Context: an optimization exercise on an open-source flow, tuned for small area, a short achievable clock period and few clock cycles per item. The choices shown serve that exercise and are no tape-out recipe. Where RTL was checked, it was by simulation tests only, not by an equivalence proof against the original. Power figures rest on the tool's default switching activity, not on a simulated workload.

## gcode_block_parser_top
module gcode_block_parser_top #(
	parameter int AXIS_WORD_CHARS = 15,
	parameter int INT_WORD_DIGITS = 4
) (
	input  logic        clk,
	input  logic        arst_n,
	input  logic        cfg_we,
	input  logic [7:0]  cfg_wdata,
	input  logic        char_valid,
	input  logic [7:0]  char_in,
	output logic        char_ready,
	output logic        block_valid,
	input  logic        block_ready,
	output logic [13:0] block_number,
	output logic [1:0]  code_letter,
	output logic [6:0]  code_number,
	output logic [13:0] feed_value,
	output logic [13:0] repeat_count,
	output logic [31:0] x_milli,
	output logic [31:0] y_milli,
	output logic [31:0] z_milli,
	output logic [31:0] a_milli
);
clock: 8.0 ns
lec_check: 0
abc_area: 1
cap_margin: 20
core_margin: 2
core_utilization: 40
cts_buf_list: sky130_fd_sc_hd__clkbuf_16
cts_cluster_diameter: 120
cts_cluster_size: 20
setup_slack_margin: 4.7
slew_margin: 20
standard.sh (not shown) runs the stock make flow with config.mk's settings and CLKGATE_MAP_FILE= SYNTH_SCRIPT=/design/flow/synth_recipe.tcl, a recipe that flattens the netlist after the stock synthesis.
==> flow/flow/run.sh <==
#!/bin/bash
set -euo pipefail
bash standard.sh "BUFFER_PORTS_ARGS=-buffer_cell sky130_fd_sc_hd__buf_1" finish > flow_make.log 2>&1
The baseline completed without violations.
Testbench counts at the start, summed over its fixed seeds: cycles 82,158, chars 82,147.
Rerun with:
- CTS_BUF_LIST: sky130_fd_sc_hd__clkbuf_16 -> not set
- CTS_CLUSTER_DIAMETER: 120 -> not set
- CTS_CLUSTER_SIZE: 20 -> not set
Outcome: The changed run went through all stages and came out clean. Maximum frequency goes up slightly. Count of clock-buffer cells in the layout goes up by 29. Die area does not change. Via count goes up slightly. Global-route usage goes up by 0.36 points. Synthesized area is unchanged. Synthesized cell count is unchanged. Clock skew goes down by 14 ps. Final cell count goes up slightly.

========
Another version of the RTL of gcode_block_parser_top (not shown whole).
Size: roughly 1700 cells after synthesis, about 270 flip-flops, ~200 I/O pins, roughly 14000 sq um of cells after synthesis.
## gcode_block_parser_top
module gcode_block_parser_top #(
	parameter int AXIS_WORD_CHARS = 15,
	parameter int INT_WORD_DIGITS = 4
) (
	input  logic        clk,
	input  logic        arst_n,
	input  logic        cfg_we,
	input  logic [7:0]  cfg_wdata,
	input  logic        char_valid,
	input  logic [7:0]  char_in,
	output logic        char_ready,
	output logic        block_valid,
	input  logic        block_ready,
	output logic [13:0] block_number,
	output logic [1:0]  code_letter,
	output logic [6:0]  code_number,
	output logic [13:0] feed_value,
	output logic [13:0] repeat_count,
	output logic [31:0] x_milli,
	output logic [31:0] y_milli,
	output logic [31:0] z_milli,
	output logic [31:0] a_milli
);
	localparam int MAX_LIM = (AXIS_WORD_CHARS > INT_WORD_DIGITS) ? AXIS_WORD_CHARS
		: INT_WORD_DIGITS;
	localparam int CNT_W = $clog2(MAX_LIM + 1);
	localparam logic [CNT_W-1:0] LIM_AXIS = CNT_W'(AXIS_WORD_CHARS);
	localparam logic [CNT_W-1:0] LIM_INT = CNT_W'(INT_WORD_DIGITS);
	localparam logic [CNT_W-1:0] LIM_CODE = CNT_W'(2);
	localparam bit INT_SAT = (INT_WORD_DIGITS > 4);
	localparam int AW = 33;
	logic [7:0]       term_q;
	logic             cv_q;       
	gbp_pkg::cls_t    cls_q;      
	logic             ct_q;       
	logic [14:0]      wt_q;       
	logic             bv_q;       
	logic             first_q;    
	logic             cr_q;       
	logic             tk_q;       
	gbp_pkg::kind_t            kind_q;
	logic             pw_q;       
	logic [CNT_W-1:0] cnt_q;
	logic             neg_q, pt_q, st_q, en_q, ovf_q;
	logic [1:0]       fd_q;
	logic             mul10_q;    
	logic             frac_q;     
	logic             mul10b_q;   
  ...
export LEC_CHECK = 0
export ABC_AREA = 1
export CAP_MARGIN = 20
export CORE_MARGIN = 2
export CORE_UTILIZATION = 40
export CTS_BUF_LIST = sky130_fd_sc_hd__clkbuf_16
export CTS_CLUSTER_DIAMETER = 120
export CTS_CLUSTER_SIZE = 20
export SETUP_SLACK_MARGIN = 4.7
export SLEW_MARGIN = 20
create_clock -name core_clock -period 8.0 [get_ports {clk}]
Scripts as last shown in full above: flow/flow/run.sh
Next try:
- SETUP_SLACK_MARGIN: 4.7 -> 4.85
Hold slack gains 0.0034 ns.
Setup slack improves by 0.044 ns.
Power came out higher by about 1.4%.
Final area goes up by 0.98%.
Global-route usage is about the same.
Core utilization climbs by 0.44 points.
Critical path depth is lower by 1.
Cell count stays flat.
Function was not checked in any run of this note: the RTL went through the layout flow alone.

========
gcode_block_parser_top, a different RTL version from the one above (not shown whole).
Size: about 1700 cells after synthesis, ~270 flip-flops, ~200 I/O pins, ~14000 µm² of cells after synthesis.
Settings: LEC_CHECK=0, ABC_AREA=1, CAP_MARGIN=20, CORE_MARGIN=2, CORE_UTILIZATION=40, CTS_BUF_LIST=sky130_fd_sc_hd__clkbuf_16, CTS_CLUSTER_DIAMETER=120, CTS_CLUSTER_SIZE=20, SETUP_SLACK_MARGIN=4.85, SLEW_MARGIN=20; clock period 8.0 ns.
Scripts as last shown in full above: flow/flow/run.sh
Change:
- SETUP_SLACK_MARGIN: 4.85 -> 4.7
After rerunning: Power went down by 4.9%. Sequential power barely changes. Combinational power fell by 11%. Synthesized area does not change. Global-route usage is higher by 0.19 points. Via count drops by 0.56%.
No functional check of the RTL was part of any run of this note.

========
gcode_block_parser_top, a different RTL version from the one above (not shown whole).
For scale: roughly 270 flip-flops, about 200 I/O pins, about 14,000 um^2 of cells after synthesis.
==> flow/design.v (excerpt) <==
module gcode_block_parser_top #(
	parameter int AXIS_WORD_CHARS = 15,
	parameter int INT_WORD_DIGITS = 4
) (
	input  logic        clk,
	input  logic        arst_n,
	input  logic        cfg_we,
	input  logic [7:0]  cfg_wdata,
	input  logic        char_valid,
	input  logic [7:0]  char_in,
	output logic        char_ready,
	output logic        block_valid,
	input  logic        block_ready,
	output logic [13:0] block_number,
	output logic [1:0]  code_letter,
	output logic [6:0]  code_number,
	output logic [13:0] feed_value,
	output logic [13:0] repeat_count,
	output logic [31:0] x_milli,
	output logic [31:0] y_milli,
	output logic [31:0] z_milli,
	output logic [31:0] a_milli
);
Settings: LEC_CHECK=0, ABC_AREA=1, CAP_MARGIN=20, CORE_MARGIN=2, CORE_UTILIZATION=40, CTS_BUF_LIST=sky130_fd_sc_hd__clkbuf_16, CTS_CLUSTER_DIAMETER=120, CTS_CLUSTER_SIZE=20, GPL_ROUTABILITY_DRIVEN=0, SETUP_SLACK_MARGIN=4.7, SLEW_MARGIN=20; clock period 8.0 ns.
Scripts as last shown in full above: flow/flow/run.sh
Testbench counts at the start, summed over its fixed seeds: cycles 82,158, chars 82,147.
Edit:
GPL_ROUTABILITY_DRIVEN = not set   (was 0)
SETUP_SLACK_MARGIN = 4.6   (was 4.7)
Flip-flop and latch count does not change. Fmax goes down by 2.9%. Design area stays flat. First-iteration DRC count goes down by 3.1%. Power barely changes. Sequential share of layout area is about the same. Synthesized area is unchanged.
Edit:
SETUP_SLACK_MARGIN = 4.9   (was 4.6)
Effect: Design area grows by 4.3%. Via count rose by about 1.4%. Worst setup slack improves by 0.11 ns. Power rises by about 6%. Utilization rises by 2.0 points. Count of clock-buffer cells in the layout goes up by 1. Critical path depth fell by 5. Non-clock buffer count increases by 17. Clock skew came out lower by 0.012 ns. First-iteration DRC count rises by 15%.

## re-timing with driven ports
In the flow no input, the clock included, has a driving cell. The finished layouts below were timed again as built, in two steps. Step 1 (the two cells are an assumption about what drives the block):
set clk [get_ports {clk}]
set_driving_cell -lib_cell sky130_fd_sc_hd__clkbuf_16 $clk
set_driving_cell -lib_cell sky130_fd_sc_hd__buf_2 [delete_from_list [all_inputs] $clk]
Step 2 times the ports against the registers' clock, not the clock port: input delays grow and output delays shrink by t, the midpoint of the rising clock arrivals with the driver on. a / b / c = ideal / step 1 / step 2; a / b = the first two.
run	t, ns	slack for setup (ns)	clock arrival spread, ns	slew at the worst register clock pin (ns)
the first run of note 1	0.553	4.834 / 4.834 / 4.485	0.039 / 0.038	0.10 / 0.10
the second run of note 1	0.628	4.864 / 4.864 / 4.453	0.024 / 0.024	0.06 / 0.06
the first run of note 2	0.546	4.889 / 4.889 / 4.490	0.025 / 0.025	0.10 / 0.10
the second run of note 2	0.546	4.933 / 4.933 / 4.516	0.023 / 0.023	0.10 / 0.10
the first run of note 3	0.548	4.864 / 4.864 / 4.499	0.023 / 0.022	0.09 / 0.09
the second run of note 3	0.559	4.794 / 4.794 / 4.352	0.015 / 0.015	0.09 / 0.09
the first run of note 4	0.542	4.889 / 4.889 / 4.381	0.017 / 0.018	0.09 / 0.09
the second run of note 4	0.548	4.795 / 4.795 / 4.378	0.029 / 0.029	0.10 / 0.10
the third run of note 4	0.550	4.900 / 4.923 / 4.381	0.019 / 0.019	0.10 / 0.10
After both steps every run listed still meets setup and hold. For the third run of note 4, which loses most, drivers alone change the setup slack by +0.023 ns; drivers and shift together by -0.519 ns.
